What follows belongs to an exercise in optimizing a design on an open flow for small area and a short achievable clock period; a production flow would make more cautious choices.

// ss_bridge_top
module ss_bridge_top #(
	parameter int FIFO_AW = 6
) (
	input  logic        mclk,
	input  logic        ST_ALE,
	input  logic        st_req,
	input  logic        st_we,
	input  logic [7:0]  st_addr,
	input  logic [15:0] st_wdata,
	output logic [15:0] st_rdata,
	output logic        st_rvalid,
	output logic        st_irq,
	input  logic        ss_req,
	input  logic        ss_we,
	input  logic        ss_cs2,
	input  logic [14:1] ss_addr,
	input  logic [15:0] ss_wdata,
	output logic [15:0] ss_rdata,
	output logic        ss_rvalid,
	output logic        ss_irq
);
	localparam int DEPTH = 1 << FIFO_AW;
	logic       st_rd, st_wr, st_ok;
	logic [4:0] st_w;
	logic       st_ctrl_we, st_ack, st_fifo_wr, st_fifo_rd, st_rcnt_clr;
	logic       st_cmd_clr, st_data_we, st_resp_we, st_hirq_set, st_hirq_clr;
	assign st_rd = st_req & ~st_we;
	assign st_wr = st_req & st_we;
	assign st_ok = (st_addr[7:6] == 2'b00) & ~st_addr[0];
	assign st_w  = st_addr[5:1];
	assign st_ctrl_we  = st_wr & (st_addr == ST_OFF_CTRL);
	assign st_ack      = st_wr & (st_addr == ST_OFF_STAT);
	assign st_fifo_wr  = st_wr & (st_addr == ST_OFF_FIFO);
	assign st_fifo_rd  = st_rd & (st_addr == ST_OFF_FIFO);
	assign st_rcnt_clr = st_wr & (st_addr == ST_OFF_RCNT);
	assign st_cmd_clr  = st_wr & (st_addr == ST_OFF_SS_CMD);
	assign st_data_we  = st_wr & (st_addr == ST_OFF_SS_DATA);
	assign st_resp_we  = st_wr & st_ok & (st_w[4:2] == 3'b100);
	assign st_hirq_set = st_wr & (st_addr == ST_OFF_HIRQ);
	assign st_hirq_clr = st_wr & (st_addr == ST_OFF_HIRQ_CLR);
  ...
export LEC_CHECK = 0
export CAP_MARGIN = 20
export CORE_MARGIN = 2
export CORE_UTILIZATION = 60
export SETUP_SLACK_MARGIN = 2.1
export SLEW_MARGIN = 20
export SYNTH_HIERARCHICAL = 1
export SYNTH_MINIMUM_KEEP_SIZE = 0
create_clock -name core_clock -period 4.5 [get_ports {mclk}]
run.sh (not shown) runs the stock make flow with config.mk's settings and CLKGATE_MAP_FILE= SYNTH_SCRIPT=/design/flow/synth_recipe.tcl, a recipe that flattens the netlist after the stock synthesis.
Rerun with:
--- a/flow/design.v
+++ b/flow/design.v
@@ -126,19 +126,21 @@
 	assign ss_ctrl_we  = ss_wr & rgn_reg & (woff == SS_REG_CTRL);
 	assign ss_cmd_we   = ss_wr & rgn_reg & (woff == SS_REG_CMD);
 	assign ss_data_we  = ss_wr & rgn_reg & (woff == SS_REG_DATA);
 	logic [15:0]      st_ctrl, ss_ctrl, ss_cmd, ss_data, hirq, hirq_mask, rcnt;
 	logic [15:0]      st_ctrl_n, hirq_n, hirq_mask_n;
 	logic [3:0][15:0] cr, resp;
 	logic             flag_cdc, flag_cmd, flag_fifo;
 	logic             flag_cdc_n, flag_cmd_n, flag_fifo_n;
 	logic             fifo_empty_d;
-	logic [15:0]        sr [DEPTH];
+	logic [15:0]        sr [DEPTH-1];
+	logic [15:0]        stage;
+	logic               push_q;
 	logic [FIFO_AW:0]   m, m_inc, m_dec;
 	logic               fifo_empty, fifo_full;
 	logic               fifo_dir, fifo_clr;
 	logic               push, pop, wr_en, rd_en;
 	logic [15:0]        wr_word;
 	logic [15:0]        fifo_head;
 	assign fifo_dir  = st_ctrl[CTRL_FIFO_DIR];
 	assign fifo_clr  = st_ctrl[CTRL_FIFO_RST];
 	assign m_inc      = m + 1'b1;
@@ -217,58 +219,75 @@
 			resp[st_w[1:0]] <= st_wdata;
 	end
 	assign push    = fifo_dir ? ss_fifo_wr : st_fifo_wr;
 	assign pop     = fifo_dir ? st_fifo_rd : ss_fifo_rd;
 	assign wr_en   = push & ~fifo_full;
 	assign rd_en   = pop & ~fifo_empty;
 	assign wr_word = fifo_dir ? {ss_wdata[7:0], ss_wdata[15:8]} : st_wdata;
 	always_ff @(posedge mclk)
 	begin
-		if (wr_en)
+		stage <= wr_word;
+		if (push_q)
 		begin
-			sr[0] <= wr_word;
-			for (int i = 1; i < DEPTH; i++)
+			sr[0] <= stage;
+			for (int i = 1; i < DEPTH-1; i++)
 				sr[i] <= sr[i-1];
 		end
 	end
-	always_ff @(posedge mclk or posedge ST_ALE)
+	logic [FIFO_AW:0] m_n, m_dec2;
+	assign m_dec2 = m - 2'd2;
+	always_comb
 	begin
-		if (ST_ALE)
-			m <= '1;
-		else if (fifo_clr)
-			m <= '1;
+		if (fifo_clr)
+			m_n = '1;
 		else if (wr_en & ~rd_en)
-			m <= m_inc;
+			m_n = m_inc;
 		else if (rd_en & ~wr_en)
-			m <= m_dec;
+			m_n = m_dec;
+		else
+			m_n = m;
 	end
-	logic [7:0]  sel_hi, sel_lo;
-	logic [15:0] fifo_next;
-	always_comb
+	logic [FIFO_AW:0] p_n;
+	logic [7:0]       sel_hi, sel_lo;
+	assign p_n = rd_en ? m_dec2 : m_dec;
+	always_ff @(posedge mclk or posedge ST_ALE)
 	begin
-		for (int j = 0; j < 8; j++)
+		if (ST_ALE)
+		begin
+			m      <= '1;
+			push_q <= 1'b0;
+			sel_hi <= 8'h80;
+			sel_lo <= 8'h40;
+		end
+		else
 		begin
-			sel_hi[j] = (m[5:3] == 3'(j));
-			sel_lo[j] = (m[2:0] == 3'(j));
+			m      <= m_n;
+			push_q <= wr_en;
+			for (int j = 0; j < 8; j++)
+			begin
+				sel_hi[j] <= (p_n[5:3] == 3'(j));
+				sel_lo[j] <= (p_n[2:0] == 3'(j));
+			end
 		end
 	end
+	logic [15:0] fifo_next;
 	for (genvar b = 0; b < 16; b++)
 	begin : g_next
 		logic [7:0] grp;
 		for (genvar j = 0; j < 8; j++)
 		begin : g_grp
 			logic [7:0] d;
 			for (genvar k = 0; k < 8; k++)
 			begin : g_bit
-				if (8*j+k == 0)
-					assign d[k] = 1'b0;
+				if (8*j+k == DEPTH-1)
+					assign d[k] = stage[b];
 				else
-					assign d[k] = sr[8*j+k-1][b];
+					assign d[k] = sr[8*j+k][b];
 			end
 			fifo_sel8 u_lo (.d(d), .s(sel_lo), .y(grp[j]));
 		end
 		fifo_sel8 u_hi (.d(grp), .s(sel_hi), .y(fifo_next[b]));
 	end
 	always_ff @(posedge mclk)
 	begin
 		if (fifo_empty | (rd_en & (m == '0)))
 			fifo_head <= wr_word;
=>
- The new run finished clean
- register-to-register slack is better by 0.18 ns
- worst setup slack got worse by 0.16 ns
- via count went down by 1.2%
- non-clock buffer count falls by 91
- sequential share of layout area goes up by 3.5 points
- routed wire length fell by 8.0%
No functional check of the RTL was part of any run of this note.

[what the ideal ports hide]
Ports are ideal in the flow. The routed layouts listed here were re-timed in OpenROAD. Step 1 sets driving cells, clkbuf_16 on the clock port and buf_2 on the other inputs (assumed; they add their load-dependent delay and slew). Step 2, shift: input delay + t, output delay - t, t = (earliest + latest rising clock arrival at the registers) / 2. This alone moves slack from input paths to output paths. Slacks: no drivers / after step 1 / after step 2; pairs: no drivers / after step 1.
run	t, ns	slack for setup (ns)	latest minus earliest clock arrival (ns)
the first run	0.803	1.592 / 1.592 / 1.171	0.032 / 0.032
the second run	0.808	1.430 / 1.470 / 0.662	0.035 / 0.034
After both steps every run listed still meets setup and hold. For the second run, which loses most, drivers alone change the setup slack by +0.040 ns; drivers and shift together by -0.768 ns.
